From an optimization exercise on the open Yosys and OpenROAD flow, aimed at small area, a short achievable clock period and few clock cycles per item; shortcuts taken in it are not production practice.
Function was checked by simulation only, so behaviour that the tests miss may differ from the original.

==> 04-17: inputs <==
// rsa_core
module rsa_core (
    input  logic                   clk,
    input  logic                   reset,
    input  logic                   key_valid,
    output logic                   key_ready,
    input  logic [PRIME_WIDTH-1:0] p,
    input  logic [PRIME_WIDTH-1:0] q,
    output logic                   keys_ready,
    output logic [WORD_WIDTH-1:0]  modulus_out,
    output logic [WORD_WIDTH-1:0]  public_e,
    input  logic                   msg_valid,
    output logic                   msg_ready,
    input  logic [WORD_WIDTH-1:0]  msg,
    input  logic                   encrypt,
    output logic                   result_valid,
    input  logic                   result_ready,
    output logic [WORD_WIDTH-1:0]  result
);
clock: 110.0 ns
lec_check: 0
cap_margin: 20
core_margin: 2
core_utilization: 40
slew_margin: 20
synth_hierarchical: 1
synth_minimum_keep_size: 0
standard.sh (not shown) runs the stock make flow with config.mk's settings and CLKGATE_MAP_FILE= SYNTH_SCRIPT=/design/flow/synth_recipe.tcl, a recipe that flattens the netlist after the stock synthesis.
==> flow/flow/run.sh <==
#!/bin/bash
# The standard layout (the standard.sh, standard synthesis included), with
# a small plain buffer on every port and the timing repair steps asked to leave
# extra setup slack, so that they work on the paths that set the achieved
# period. Constraints are unchanged.
set -euo pipefail
bash standard.sh SETUP_SLACK_MARGIN=86.9 "BUFFER_PORTS_ARGS=-buffer_cell sky130_fd_sc_hd__buf_1" finish > standard.log 2>&1
==> 02-06 (differences from 04-17) <==
--- a/flow/design.v
+++ b/flow/design.v
@@ -102,13 +102,12 @@
     logic [WORD_WIDTH-1:0]  m_reg;     
     logic [WORD_WIDTH-1:0]  res_reg;
     logic [1:0]             ex_state;
     logic [3:0]             bit_idx;   
     logic                   enc_reg;
     logic                   fix_pend;  
-    logic                   move_pend;  
     logic                   res_valid;
     logic [1:0]             kg_state;
     logic [4:0]             kc;        
     logic [2:0]             cand;      
     logic                   e_chk;     
     logic                   e_found;
@@ -117,15 +116,12 @@
     logic                   k_found;
     logic [4:0]             d_step;
     logic                   d_done;
     logic signed [5:0]      d_g;       
     logic [3:0]             t_hist;    
     logic [1:0]             dred_s;    
-    logic                   dred3;     
-    logic                   div3_y;    
-    logic                   div3_c;    
     logic                   key_busy_q, keys_ready_q, msg_ready_q;   
     logic                   key_ready_q;
     logic                   sel_a_m, sel_a_c;                   
     logic                   sel_b_r2, sel_b_a, sel_b_x, sel_b_m;  
     logic                   sel_n_c;                            
     assign key_ready_q  = !key_busy_q;   
@@ -150,27 +146,25 @@
         idx     = 4'd0;
         for (int i = 0; i < WORD_WIDTH; i++) begin
             if (exp_val[i]) exp_top = idx;
             idx = idx + 4'd1;
         end
     end
-    logic kg_run, last_op, fix_now, fix_out, move_now, eng_free;
+    logic kg_run, last_op, fix_now, eng_free;
     logic res_op, kg_sqr, kg_r2, kg_end;
     assign kg_run   = (kg_state == KG_RUN);
     assign last_op  = (ex_state == EX_MUL) && (bit_idx == 4'd0);
-    assign fix_now  = fix_pend;
-    assign fix_out  = fix_pend && !res_valid;
-    assign move_now = move_pend && !res_valid;
-    assign eng_free = (ex_state == EX_IDLE);
+    assign fix_now  = fix_pend && !res_valid;
+    assign eng_free = (ex_state == EX_IDLE) && (!fix_pend || fix_now);
     assign res_op   = kg_run && (kc >= 5'd7) && !e_found && !e_chk;
     assign kg_sqr   = kg_run && (kc == KC_SQR) && k_found;
     assign kg_r2    = kg_run && (kc == KC_R2);
     assign kg_end   = kg_run && (kc >= KC_R2) && d_done;
     logic [1:0] ex_next, ex_hold, kg_next;   
     logic [3:0] bit_next;
-    logic       fix_next, move_next, valid_next, loaded_next;
+    logic       fix_next, valid_next, loaded_next;
     logic [4:0] kc_next;
     logic       k_found_next;
     always_comb begin
         ex_hold  = ex_state;
         bit_next = bit_idx;
         case (ex_state)
@@ -186,19 +180,18 @@
             default: begin
                 bit_next = bit_idx - 4'd1;
                 ex_hold  = (bit_idx == 4'd0) ? EX_IDLE : EX_SQR;
             end
         endcase
         ex_next = msg_fire ? EX_CONV : ex_hold;
-        fix_next = last_op;
-        move_next = move_pend;
-        if (fix_now && !fix_out) move_next = 1'b1;
-        else if (move_now)       move_next = 1'b0;
+        fix_next = fix_pend;
+        if (last_op)      fix_next = 1'b1;
+        else if (fix_now) fix_next = 1'b0;
         valid_next = res_valid;
-        if (fix_out || move_now) valid_next = 1'b1;
-        else if (result_ready)   valid_next = 1'b0;
+        if (fix_now)           valid_next = 1'b1;
+        else if (result_ready) valid_next = 1'b0;
         kg_next     = kg_state;
         loaded_next = loaded;
         case (kg_state)
             KG_IDLE: if (key_fire) kg_next = KG_WAIT;
             KG_WAIT: if (eng_free) kg_next = KG_RUN;
             default: if (kg_end) begin
@@ -212,69 +205,62 @@
         end else if (kg_run) begin
             if (kc != KC_SQR && kc != KC_END) kc_next = kc + 5'd1;
             else if (kc == KC_SQR && k_found) kc_next = kc + 5'd1;
         end
     end
     logic kg_run_next, keys_ready_next;
-    logic key_may, msg_may, key_waits, msg_waits, key_grant;
+    logic key_may, msg_may, key_waits;
     logic key_turn;
     assign key_may   = (kg_next == KG_IDLE);
-    assign msg_may   = !msg_fire && keys_ready_next && !valid_next && !move_next &&
+    assign msg_may   = !msg_fire && keys_ready_next &&
                        (((ex_hold == EX_IDLE) && !fix_next) ||
-                        ((ex_hold == EX_MUL) && (bit_next == 4'd0)));
+                        ((ex_hold == EX_MUL) && (bit_next == 4'd0) && !valid_next));
     assign key_waits = key_valid && !key_ready_q;
-    assign msg_waits = msg_valid && !msg_ready_q;
-    assign key_grant = (key_waits == msg_waits) ? key_turn : key_waits;
     logic [6:0] sel_hold;
     assign kg_run_next     = (kg_next == KG_RUN);
-    logic d_done_next, keys_early;
-    assign d_done_next     = d_done || (k_found && (d_step == 5'd15));
-    assign keys_early      = (kg_next == KG_RUN) && (kc_next == KC_R2) && d_done_next;
-    assign keys_ready_next = (loaded_next && (kg_next == KG_IDLE)) || keys_early;
+    assign keys_ready_next = loaded_next && (kg_next == KG_IDLE);
     always_ff @(posedge clk or posedge reset) begin
         if (reset) begin
             ex_state     <= EX_IDLE;
             fix_pend     <= 1'b0;
-            move_pend    <= 1'b0;
             res_valid    <= 1'b0;
             kg_state     <= KG_IDLE;
             loaded       <= 1'b0;
             key_busy_q   <= 1'b0;
             keys_ready_q <= 1'b0;
             msg_ready_q  <= 1'b0;
             key_turn     <= 1'b1;
         end else begin
             ex_state     <= ex_next;
             fix_pend     <= fix_next;
-            move_pend    <= move_next;
             res_valid    <= valid_next;
             kg_state     <= kg_next;
             loaded       <= loaded_next;
             keys_ready_q <= keys_ready_next;
-            key_busy_q   <= !(key_may && (!msg_may || key_grant));
-            msg_ready_q  <= msg_may && !(key_may && key_grant);
-            if (key_may && msg_may) key_turn <= !key_turn;
+            key_busy_q   <= !(key_may && (!msg_may || (key_waits && key_turn)));
+            msg_ready_q  <= msg_may && !(key_may && key_waits && key_turn);
+            if (key_may && msg_may && key_waits) key_turn <= !key_turn;
         end
     end
     always_ff @(posedge clk) begin
         bit_idx <= bit_next;
         kc      <= kc_next;
         if (msg_ready_q) enc_reg <= encrypt;
         sel_a_m  <= msg_fire || sel_hold[6];
         sel_a_c  <= !msg_fire && sel_hold[5];
-        sel_b_r2 <= msg_fire || sel_hold[4];
+        sel_b_r2 <= msg_fire;
         sel_b_a  <= !msg_fire && sel_hold[3];
         sel_b_x  <= !msg_fire && sel_hold[2];
         sel_b_m  <= !msg_fire && sel_hold[1];
         sel_n_c  <= !msg_fire && sel_hold[0];
     end
     always_comb begin
         sel_hold = '0;
         if (kg_run_next) begin
             if (kc_next == KC_SQR)     sel_hold = 7'b1000010;   
-            else if (kc_next == KC_R2) sel_hold = 7'b1010000;   
+            else if (kc_next == KC_R2) sel_hold = 7'b0000010;   
             else                       sel_hold = 7'b0100101;   
         end else begin
             case (ex_hold)
                 EX_SQR:  sel_hold = 7'b0001000;
                 EX_MUL:  sel_hold = (bit_next == 4'd0) ? 7'b0000010 : 7'b0000100;
                 default: sel_hold = '0;
@@ -312,14 +298,13 @@
     logic [MONT_WIDTH:0]   sub_out;
     logic [WORD_WIDTH-1:0] sub_red;    
     assign sub_in  = kg_run ? {m_reg, 1'b0} : a_reg;
     assign sub_out = {1'b0, sub_in} - {2'b0, n_reg};
     assign sub_red = sub_out[MONT_WIDTH] ? sub_in[WORD_WIDTH-1:0] : sub_out[WORD_WIDTH-1:0];
     always_ff @(posedge clk) begin
-        if (fix_out)       res_reg <= sub_red;
-        else if (move_now) res_reg <= a_reg[WORD_WIDTH-1:0];
+        if (fix_now) res_reg <= sub_red;
     end
     function automatic logic odd_prime(input logic [6:0] h);
         case (h)
             7'd1, 7'd2, 7'd3, 7'd5, 7'd6, 7'd8,
             7'd9, 7'd11, 7'd14, 7'd15, 7'd18, 7'd20,
             7'd21, 7'd23, 7'd26, 7'd29, 7'd30, 7'd33,
@@ -331,22 +316,12 @@
             7'd114, 7'd116, 7'd119, 7'd120, 7'd125:
                      odd_prime = 1'b1;
             default: odd_prime = 1'b0;
         endcase
     endfunction
     logic       kg_start;
-    logic       h_mod3_zero;
-    logic [2:0] h_even, h_odd;
-    assign h_even = {2'b0, prime_in[0]} + {2'b0, prime_in[2]} + {2'b0, prime_in[4]} + {2'b0, prime_in[6]};
-    assign h_odd  = {2'b0, prime_in[1]} + {2'b0, prime_in[3]} + {2'b0, prime_in[5]};
-    always_comb begin
-        case ({h_even, h_odd})
-            6'o00, 6'o11, 6'o22, 6'o33, 6'o30, 6'o03, 6'o41: h_mod3_zero = 1'b1;
-            default:                                         h_mod3_zero = 1'b0;
-        endcase
-    end
     logic [6:0] prime_in;
     logic       prime_out;
     assign prime_in  = (kg_state == KG_WAIT) ? r2_reg[7:1] : r2_reg[15:9];
     assign prime_out = odd_prime(prime_in);
     logic [8:0] n_sum;      
     logic [7:0] t_sum;      
@@ -357,36 +332,31 @@
     logic [2:0] x_val;      
     logic       d_bit;
     logic [7:0] g_sum;
     assign kg_start = (kg_state == KG_WAIT) && eng_free;
     assign n_sum   = {1'b0, n_reg[15:8]} + (r2_reg[0] ? {1'b0, r2_reg[15:8]} : 9'd0);
     assign t_sum   = {1'b0, x_reg[13:7]} + (r2_reg[1] ? {1'b0, r2_reg[15:9]} : 8'd0);
-    assign k_sum   = {1'b0, k_acc} + {1'b0, r2_reg[4:0]};
+    assign k_sum   = {1'b0, k_acc} + {1'b0, a_reg[4:0]};
     assign k_diff  = k_sum - {1'b0, e_reg};
     assign k_next  = k_diff[5] ? k_sum[4:0] : k_diff[4:0];
     logic t_from_x;
     assign t_from_x = ({1'b0, d_step} + {4'b0, dred_s}) >= 6'd2;
-    logic t_raw, t_div3;
-    assign t_raw   = t_from_x ? x_reg[0] : 1'b0;
-    assign t_div3  = t_raw ^ div3_y ^ div3_c;
-    assign x_win   = {t_hist, dred3 ? t_div3 : t_raw};
+    assign x_win   = {t_hist, t_from_x ? x_reg[0] : 1'b0};
     always_comb begin
         x_val = (d_step == 5'd0) ? 3'd1 : 3'd0;
         for (int j = 0; j < 5; j++) begin
             x_val = x_val + ((k_val[j] && x_win[j]) ? 3'd1 : 3'd0);
         end
     end
     assign d_bit   = d_g[0] ^ x_val[0];
     assign g_sum   = {{2{d_g[5]}}, d_g} + (d_bit ? {3'b0, e_reg} : 8'd0) - {5'b0, x_val};
     always_ff @(posedge clk) begin
         if (key_fire) r2_reg <= {1'b0, p, q};
         if (kg_state == KG_WAIT) begin
             dred_s <= {1'b0, prime_out && (r2_reg[15:8] != r2_reg[7:0])};
-            dred3  <= h_mod3_zero;   
         end else if (kg_run && kc == 5'd0) begin
-            dred3 <= dred3 && h_mod3_zero && dred_s[0] && prime_out;   
             if (!(dred_s[0] && prime_out)) dred_s <= 2'd0;
             else if (!r2_reg[9] && !r2_reg[1]) dred_s <= 2'd2;   
             else dred_s <= 2'd1;
         end
         if (kg_start) begin
             n_reg   <= '0;
@@ -407,65 +377,51 @@
                 m_reg <= sub_red;
             end
             if (res_op) begin
                 e_chk <= 1'b1;
             end else if (e_chk) begin
                 e_chk <= 1'b0;
-                if (r2_reg[4:0] == 5'd0 || r2_reg[4:0] == cand_e) begin
+                if (a_reg[4:0] == 5'd0 || a_reg[4:0] == cand_e) begin
                     cand <= cand + 3'd1;
                 end else begin
                     e_found <= 1'b1;
                     e_reg   <= cand_e;
-                    case ({dred3, dred_s})
-                        3'b0_00: k_acc <= 5'd1;
-                        3'b0_01: k_acc <= 5'd2;
-                        3'b0_10,
-                        3'b0_11: k_acc <= (cand == 3'd0) ? 5'd1 : 5'd4;
-                        3'b1_01: k_acc <= (cand == 3'd1) ? 5'd1 : 5'd6;
-                        default: begin
-                            case (cand)
-                                3'd1:    k_acc <= 5'd2;    
-                                3'd2:    k_acc <= 5'd5;    
-                                3'd3:    k_acc <= 5'd1;    
-                                default: k_acc <= 5'd12;   
-                            endcase
-                        end
+                    case (dred_s)
+                        2'd0:    k_acc <= 5'd1;
+                        2'd1:    k_acc <= 5'd2;
+                        default: k_acc <= (cand == 3'd0) ? 5'd1 : 5'd4;
                     endcase
                     k_val   <= 5'd0;
                     d_step  <= 5'd0;
                     d_g     <= '0;
                     t_hist  <= '0;
-                    div3_y  <= 1'b0;
-                    div3_c  <= 1'b0;
                 end
             end
             if (e_found && !k_found) begin
                 k_acc <= k_next;
                 k_val <= k_val + 5'd1;
                 if (k_next == 5'd0) k_found <= 1'b1;
             end
             if (k_found && !d_done) begin
                 d_reg  <= {d_bit, d_reg[15:1]};
                 d_g    <= g_sum[6:1];   
                 t_hist <= x_win[3:0];
-                div3_y <= t_div3;
-                div3_c <= (t_div3 & div3_y) | (t_div3 & div3_c) | (div3_y & div3_c);
                 if (t_from_x) x_reg <= x_reg >> 1;
                 d_step <= d_step + 5'd1;
                 if (d_step == 5'd15) d_done <= 1'b1;
             end
-            if (res_op || kg_sqr || kg_r2) r2_reg <= mm_r;
+            if (res_op || kg_sqr) a_reg <= mm_r;
+            if (kg_r2) r2_reg <= mm_r;
         end
         if (msg_ready_q) m_reg <= msg;
         if (!kg_run) begin
             case (ex_state)
                 EX_CONV: begin
                     a_reg <= mm_r;
                     x_reg <= mm_r;
                 end
                 EX_SQR, EX_MUL: a_reg <= mm_r;
                 default: ;
             endcase
         end
-        if (fix_now && !fix_out) a_reg <= MONT_WIDTH'(sub_red);
     end
 endmodule
==> flow/flow/run.sh (replaced) <==
#!/bin/bash
# The standard layout (the standard.sh, standard synthesis included), with
# a small plain buffer on every port and the timing repair steps asked to leave
# extra setup slack, so that they work on the paths that set the achieved
# period. Constraints are unchanged.
set -euo pipefail
bash standard.sh SETUP_SLACK_MARGIN=87 "BUFFER_PORTS_ARGS=-buffer_cell sky130_fd_sc_hd__buf_1" finish > standard.log 2>&1
==> 02-12 (differences from 04-17) <==
--- a/flow/design.v
+++ b/flow/design.v
@@ -156,13 +156,13 @@
     logic kg_run, last_op, fix_now, fix_out, move_now, eng_free;
     logic res_op, kg_sqr, kg_r2, kg_end;
     assign kg_run   = (kg_state == KG_RUN);
     assign last_op  = (ex_state == EX_MUL) && (bit_idx == 4'd0);
     assign fix_now  = fix_pend;
     assign fix_out  = fix_pend && !res_valid;
-    assign move_now = move_pend && !res_valid;
+    assign move_now = move_pend && !res_valid && !kg_run;
     assign eng_free = (ex_state == EX_IDLE);
     assign res_op   = kg_run && (kc >= 5'd7) && !e_found && !e_chk;
     assign kg_sqr   = kg_run && (kc == KC_SQR) && k_found;
     assign kg_r2    = kg_run && (kc == KC_R2);
     assign kg_end   = kg_run && (kc >= KC_R2) && d_done;
     logic [1:0] ex_next, ex_hold, kg_next;   
@@ -310,16 +310,15 @@
     );
     logic [MONT_WIDTH-1:0] sub_in;
     logic [MONT_WIDTH:0]   sub_out;
     logic [WORD_WIDTH-1:0] sub_red;    
     assign sub_in  = kg_run ? {m_reg, 1'b0} : a_reg;
     assign sub_out = {1'b0, sub_in} - {2'b0, n_reg};
-    assign sub_red = sub_out[MONT_WIDTH] ? sub_in[WORD_WIDTH-1:0] : sub_out[WORD_WIDTH-1:0];
+    assign sub_red = (sub_out[MONT_WIDTH] || move_now) ? sub_in[WORD_WIDTH-1:0] : sub_out[WORD_WIDTH-1:0];
     always_ff @(posedge clk) begin
-        if (fix_out)       res_reg <= sub_red;
-        else if (move_now) res_reg <= a_reg[WORD_WIDTH-1:0];
+        if (fix_out || move_now) res_reg <= sub_red;
     end
     function automatic logic odd_prime(input logic [6:0] h);
         case (h)
             7'd1, 7'd2, 7'd3, 7'd5, 7'd6, 7'd8,
             7'd9, 7'd11, 7'd14, 7'd15, 7'd18, 7'd20,
             7'd21, 7'd23, 7'd26, 7'd29, 7'd30, 7'd33,
==> run summary <==
metric	02-06	04-17	02-12
Max FO, Critical Path	2	4	1
Number of enable-type register cells in the synthesized netlist	79	98	98
Met2 Routed Length	31400 µm	33300 µm	31900 µm
Area share of fa/ha/maj cells after synthesis	44.3%	43.0%	43.4%
Fraction of standard cell area in multi-input logic	72.2%	72.6%	72.6%
Non-Clock Buffer Count	150	143	131
Total routing usage reported by global routing	18.8%	20.6%	19.8%
Status	finished clean	finished clean	finished clean
Share of synthesized cell area in and, or, nand and nor gates	16.9%	17.8%	17.1%
Share of flip-flops with an asynchronous set or reset after synthesis	6.11%	6.52%	6.52%
Sequential share of cell area	14.7%	15.1%	15.3%
Sinks on the clock net	180	184	184
Stage delay of the slowest cell on the critical path	0.42 ns	0.48 ns	0.51 ns
Nets@finish	3747	3921	3827
Routed via count divided by cell count	5.21	5.34	5.23
Area after detailed placement	29600 µm²	30700 µm²	30400 µm²
Initial core utilization	40.5%	40.5%	40.2%
Die outline width	270 µm	276 µm	274 µm
Headroom to the max-slew limit	34.3%	27.5%	33.9%
Xor/xnor cell area share of the yosys netlist	3.78%	3.64%	3.83%
Testbench counts of 04-17, summed over its fixed seeds: cycles 12,475, items 1,024.
Testbench counts of 02-06, summed over its fixed seeds: cycles 12,710, items 1,024.
Testbench counts of 02-12, summed over its fixed seeds: cycles 12,475, items 1,024.

==> static timing again, ports no longer ideal <==
The results above use ideal ports. As a check the final layouts listed here were re-extracted and re-timed, cells and wires unchanged. Step 1 assumes that a clkbuf_16 drives the clock port and a buf_2 every other input. Step 2 moves the port delays by t, midway between the first and last clock arrival at a register: inputs arrive t later, outputs are due t later. That takes back most of the time a late clock gives input paths. Three values: no drivers, after step 1, after step 2; two values: the first two.
run | shift t [ns] | setup WS [ns] | clock arrival spread, ns | cell pins on the clock port's net
04-17 | 0.506 | 86.891 / 86.841 / 86.461 | 0.015 / 0.016 | 1
02-06 | 0.496 | 86.900 / 86.851 / 86.678 | 0.019 / 0.019 | 1
02-12 | 0.498 | 86.856 / 86.809 / 86.547 | 0.019 / 0.019 | 1
After both steps setup and hold are still met in every run listed. The setup slack of 04-17, which loses most, moves by -0.050 ns with the drivers and by -0.430 ns with both steps.
